Context: an optimization exercise on an open-source flow, tuned for small area. The choices shown serve that exercise and are no tape-out recipe.
In this exercise RTL edits were held to simulation tests only and were not proved equivalent to the original. The flow treats the clock pin as an ideal source, which a real chip does not have.

==> inputs of run B <==
==> flow/design.v (excerpt) <==
module mac_buff_top (
    input  logic           CLK,
    input  logic           RST_N,
    input  logic           en_mac,
    input  logic [127:0]   operands,
    input  logic           en_block_read,
    output logic           rdy_mac,
    output logic           rdy_block_read,
    output logic           mem_val_valid,
    output logic [33:0]    mem_val_data
);
    logic [33:0] sum_a;
    logic [33:0] sum_b;
    logic [33:0] result_sum;
    logic        shift;
    operand_mult_array u_mult (
        .CLK      (CLK),
        .operands (operands),
        .sum_a    (sum_a),
        .sum_b    (sum_b)
    );
    product_adder_tree u_adder (
        .sum_a      (sum_a),
        .sum_b      (sum_b),
        .result_sum (result_sum)
    );
    result_buffer_ctrl u_ctrl (
        .CLK            (CLK),
        .RST_N          (RST_N),
        .en_mac         (en_mac),
        .en_block_read  (en_block_read),
        .rdy_mac        (rdy_mac),
        .rdy_block_read (rdy_block_read),
        .mem_val_valid  (mem_val_valid),
        .shift          (shift)
    );
    result_ram u_ram (
        .CLK     (CLK),
        .shift   (shift),
        .wr_data (result_sum),
        .rd_data (mem_val_data)
    );
endmodule
export LEC_CHECK = 0
export CAP_MARGIN = 20
export CORE_MARGIN = 2
export CORE_UTILIZATION = 60
export SLEW_MARGIN = 20
create_clock -name core_clock -period 6.0 [get_ports {CLK}]
standard.sh (not shown) runs the stock make flow with config.mk's settings and CLKGATE_MAP_FILE= SYNTH_SCRIPT=/design/flow/synth_recipe.tcl, a recipe that flattens the netlist after the stock synthesis.
==> flow/flow/run.sh <==
#!/bin/bash
# The standard layout (standard.sh) with these changes:
# - synthesis is synth_recipe.tcl with Yosys's generic abc pass skipped
#   inside synth (-noabc), so that extract_fa sees the adder tree as written;
#   the final liberty abc, flattening and renaming are unchanged
# - input and output ports get the smallest buffer (buf_1) instead of the
#   delay cell buffer_ports picks by default; every port is still buffered
# - a leaner clock tree: clkbuf_16 only, larger sink clusters and no dummy
#   balancing loads
set -euo pipefail
HERE=$(cd "$(dirname "$0")" && pwd)
CTS="-sink_clustering_enable -repair_clock_nets -dont_use_dummy_load"
CTS="$CTS -buf_list sky130_fd_sc_hd__clkbuf_16"
CTS="$CTS -sink_clustering_size 32 -sink_clustering_max_diameter 120"
bash standard.sh "SYNTH_SCRIPT=$HERE/synth_noabc.tcl" "CTS_ARGS=$CTS" \
    "BUFFER_PORTS_ARGS=-buffer_cell sky130_fd_sc_hd__buf_1" finish > standard_make.log 2>&1
==> flow/flow/synth_noabc.tcl <==
proc synth {args} { yosys synth -nofsm -noshare -noabc {*}$args }
source $::env(SCRIPTS_DIR)/synth.tcl
# left out here: clear keep_hierarchy, flatten, clean up, hide names made inside functions, write 1_2_yosys.v
==> inputs of run M, as changes to run B <==
--- a/flow/design.v
+++ b/flow/design.v
@@ -1,11 +1,12 @@
 `default_nettype none
 module operand_mult_array (
     input  logic           CLK,
+    input  logic           load,
     input  logic [127:0]   operands,
     output logic [33:0]    sum_a,
     output logic [33:0]    sum_b
 );
     logic [127:0] op_q;
     always_ff @(posedge CLK) begin
         op_q <= operands;
     end
@@ -2025,18 +2026,20 @@
     wire c2014 = (c1874 & c1946) | (s1947 & (c1874 ^ c1946));
     wire s2015 = s1881 ^ c1948 ^ s1949;
     wire c2016 = (s1881 & c1948) | (s1949 & (s1881 ^ c1948));
     wire s2017 = c1882 ^ s1951 ^ c1950;
     wire c2018 = (c1882 & s1951) | (c1950 & (c1882 ^ s1951));
     wire s2019 = c1884 ^ c1886 ^ c1952;
     wire c2020 = (c1884 & c1886) | (c1952 & (c1884 ^ c1886));
     always_ff @(posedge CLK) begin
-        sum_a <= {c2018, c2016, c2014, c2012, c2010, c2008, c2006, c2004, c2002, c2000, c1998, c1996, c1994, c1992, c1990, c1988, c1986, c1984, c1982, c1980, c1978, c1976, c1974, c1972, c1970, c1968, c1966, c1964, c1962, c1960, c1958, c1956, c1954, s1953};
-        sum_b <= {s2019, s2017, s2015, s2013, s2011, s2009, s2007, s2005, s2003, s2001, s1999, s1997, s1995, s1993, s1991, s1989, s1987, s1985, s1983, s1981, s1979, s1977, s1975, s1973, s1971, s1969, s1967, s1965, s1963, s1961, s1959, s1957, s1955, s1759};
+        if (load) begin
+            sum_a <= {c2018, c2016, c2014, c2012, c2010, c2008, c2006, c2004, c2002, c2000, c1998, c1996, c1994, c1992, c1990, c1988, c1986, c1984, c1982, c1980, c1978, c1976, c1974, c1972, c1970, c1968, c1966, c1964, c1962, c1960, c1958, c1956, c1954, s1953};
+            sum_b <= {s2019, s2017, s2015, s2013, s2011, s2009, s2007, s2005, s2003, s2001, s1999, s1997, s1995, s1993, s1991, s1989, s1987, s1985, s1983, s1981, s1979, s1977, s1975, s1973, s1971, s1969, s1967, s1965, s1963, s1961, s1959, s1957, s1955, s1759};
+        end
     end
 endmodule
 `default_nettype wire
 `default_nettype none
 module product_adder_tree (
     input  logic [33:0]    sum_a,
     input  logic [33:0]    sum_b,
     output logic [33:0]    result_sum
@@ -2138,16 +2141,17 @@
 module result_buffer_ctrl (
     input  logic           CLK,
     input  logic           RST_N,
     input  logic           en_mac,
     input  logic           en_block_read,
     output logic           rdy_mac,
     output logic           rdy_block_read,
     output logic           mem_val_valid,
+    output logic           load,
     output logic           shift
 );
     localparam logic [1:0] IDLE    = 2'b00;
     localparam logic [1:0] WRITING = 2'b01;
     localparam logic [1:0] FULL    = 2'b10;
     localparam logic [1:0] READING = 2'b11;
     logic [1:0]    state;
     logic [6:0]    cnt;
@@ -2156,17 +2160,18 @@
     logic          accept;
     logic          reading;
     logic          last_wr;
     assign rdy_mac        = ~state[1] & ~cnt[6];
     assign rdy_block_read = (state == FULL);
     assign accept         = en_mac & rdy_mac;
     assign reading        = (state == READING);
     assign last_wr        = vld[6] & cnt[6] & ~|vld[5:0];
-    assign shift = vld[1] | mem_val_valid;
+    assign load  = vld[0];
+    assign shift = vld[0] | mem_val_valid;
     always_ff @(posedge CLK or negedge RST_N) begin
         if (!RST_N) begin
             state         <= IDLE;
             cnt           <= '0;
             vld           <= '0;
             rd_valid_q    <= 1'b0;
             mem_val_valid <= 1'b0;
         end else begin
@@ -2191,23 +2196,23 @@
     parameter int BUF_DEPTH = 64,
     parameter int DW        = 34
 ) (
     input  logic           CLK,
     input  logic           shift,
     input  logic [DW-1:0]  wr_data,
     output logic [DW-1:0]  rd_data
 );
-    logic [DW*BUF_DEPTH-1:0] mem;
+    logic [DW*(BUF_DEPTH-1)-1:0] mem;
     always_ff @(posedge CLK) begin
         if (shift) begin
-            mem <= {mem[DW*(BUF_DEPTH-1)-1:0], wr_data};
+            mem <= {mem[DW*(BUF_DEPTH-2)-1:0], wr_data};
         end
     end
-    assign rd_data = mem[DW*(BUF_DEPTH-1) +: DW];
+    assign rd_data = mem[DW*(BUF_DEPTH-2) +: DW];
 endmodule
 `default_nettype wire
 `default_nettype none
 module mac_buff_top (
     input  logic           CLK,
     input  logic           RST_N,
     input  logic           en_mac,
     input  logic [127:0]   operands,
@@ -2215,19 +2220,21 @@
     output logic           rdy_mac,
     output logic           rdy_block_read,
     output logic           mem_val_valid,
     output logic [33:0]    mem_val_data
 );
     logic [33:0] sum_a;
     logic [33:0] sum_b;
     logic [33:0] result_sum;
+    logic        load;
     logic        shift;
     operand_mult_array u_mult (
         .CLK      (CLK),
+        .load     (load),
         .operands (operands),
         .sum_a    (sum_a),
         .sum_b    (sum_b)
     );
     product_adder_tree u_adder (
         .sum_a      (sum_a),
         .sum_b      (sum_b),
         .result_sum (result_sum)
@@ -2235,16 +2242,17 @@
     result_buffer_ctrl u_ctrl (
         .CLK            (CLK),
         .RST_N          (RST_N),
         .en_mac         (en_mac),
         .en_block_read  (en_block_read),
         .rdy_mac        (rdy_mac),
         .rdy_block_read (rdy_block_read),
         .mem_val_valid  (mem_val_valid),
+        .load           (load),
         .shift          (shift)
     );
     result_ram u_ram (
         .CLK     (CLK),
         .shift   (shift),
         .wr_data (result_sum),
         .rd_data (mem_val_data)
     );
--- a/flow/flow/run.sh
+++ b/flow/flow/run.sh
@@ -6,11 +6,11 @@
 # - input and output ports get the smallest buffer (buf_1) instead of the
 #   delay cell buffer_ports picks by default; every port is still buffered
 # - a leaner clock tree: clkbuf_16 only, larger sink clusters and no dummy
 #   balancing loads
 set -euo pipefail
 HERE=$(cd "$(dirname "$0")" && pwd)
 CTS="-sink_clustering_enable -repair_clock_nets -dont_use_dummy_load"
 CTS="$CTS -buf_list sky130_fd_sc_hd__clkbuf_16"
-CTS="$CTS -sink_clustering_size 32 -sink_clustering_max_diameter 120"
+CTS="$CTS -sink_clustering_size 26 -sink_clustering_max_diameter 120"
 bash standard.sh "SYNTH_SCRIPT=$HERE/synth_noabc.tcl" "CTS_ARGS=$CTS" \
     "BUFFER_PORTS_ARGS=-buffer_cell sky130_fd_sc_hd__buf_1" finish > standard_make.log 2>&1
==> inputs of run A, as changes to run B <==
--- a/flow/flow/run.sh
+++ b/flow/flow/run.sh
@@ -6,11 +6,11 @@
 # - input and output ports get the smallest buffer (buf_1) instead of the
 #   delay cell buffer_ports picks by default; every port is still buffered
 # - a leaner clock tree: clkbuf_16 only, larger sink clusters and no dummy
 #   balancing loads
 set -euo pipefail
 HERE=$(cd "$(dirname "$0")" && pwd)
 CTS="-sink_clustering_enable -repair_clock_nets -dont_use_dummy_load"
 CTS="$CTS -buf_list sky130_fd_sc_hd__clkbuf_16"
-CTS="$CTS -sink_clustering_size 32 -sink_clustering_max_diameter 120"
+CTS="$CTS -sink_clustering_size 26 -sink_clustering_max_diameter 120"
 bash standard.sh "SYNTH_SCRIPT=$HERE/synth_noabc.tcl" "CTS_ARGS=$CTS" \
     "BUFFER_PORTS_ARGS=-buffer_cell sky130_fd_sc_hd__buf_1" finish > standard_make.log 2>&1
==> notes.md <==
run status complete, no violations; multi-input gate area in the final layout ~24000 sq um; clock slew at reported path FFs approximately 0.1 ns; Synth top cells by count 2176 x edfxtp_1, 620 x fa_1, 459 x xnor2_1; Die ar. 162400 sq um; Synth top area share about two thirds; CP Depth 12; DRT Pass-1 Iters 6; worst path required time ~6.6 ns; count of flip-flops with a built-in enable after synthesis around 2200; met1 wire length 87210 um; Highest Signal Layer met5; Worst R2R End u_mult.sum_b[20]$_DFF_P_; area of the core ~160000 sq um
Source of the figures above: run A

==> notes.md <==
multi-input gate area in the final layout 24150 sq um; count of flip-flops with a built-in enable after synthesis ~2200; CP Depth 12; Worst R2R End u_mult.sum_b[17]$_DFF_P_; clock slew at reported path FFs 0.11 ns; Die ar. between 150000 and 200000 sq um; worst path required time 6.53 ns; area of the core ~160000 sq um; DRT Pass-1 Iters 8; run status complete, no violations
Source of the figures above: run B

==> notes.md <==
run status complete, no violations; Synth top area share a little over two thirds; multi-input gate area in the final layout approximately 24000 sq um; count of flip-flops with a built-in enable after synthesis approximately 2200; CP Depth 11; area of the core approximately 160000 sq um; Synth top cells by count 2210 x edfxtp_1, 620 x fa_1, 459 x xnor2_1; clock slew at reported path FFs 0.09 ns; Worst R2R End u_mult.sum_a[18]$_DFFE_PP_; met1 wire length about 88000 um; worst path required time approximately 6.4 ns; Die ar. ~160000 sq um
Source of the figures above: run M

==> port drivers added, routing unchanged <==
The flow's constraints put no driver on any port. The routed layouts listed below were extracted and timed again, unchanged, in two steps. Step 1, drivers: a clkbuf_16 drives CLK and a buf_2 each remaining input, both assumed. Step 2 moves the port delays by t, midway between the first and last clock arrival at a register: inputs arrive t later, outputs are due t later. That takes back most of the time a late clock gives input paths. a / b / c = ideal / step 1 / step 2; a / b = the first two.
run | shift t [ns] | setup WS [ns] | worst setup path at the end | pins driven straight from the clock port
run B | 0.800 | 0.353 / 0.353 / 0.353 | register to register | 1
run M | 0.807 | 0.156 / 0.156 / 0.156 | register to register | 1
run A | 0.781 | 0.381 / 0.381 / 0.381 | register to register | 1
After both steps setup and hold are still met in every run listed.
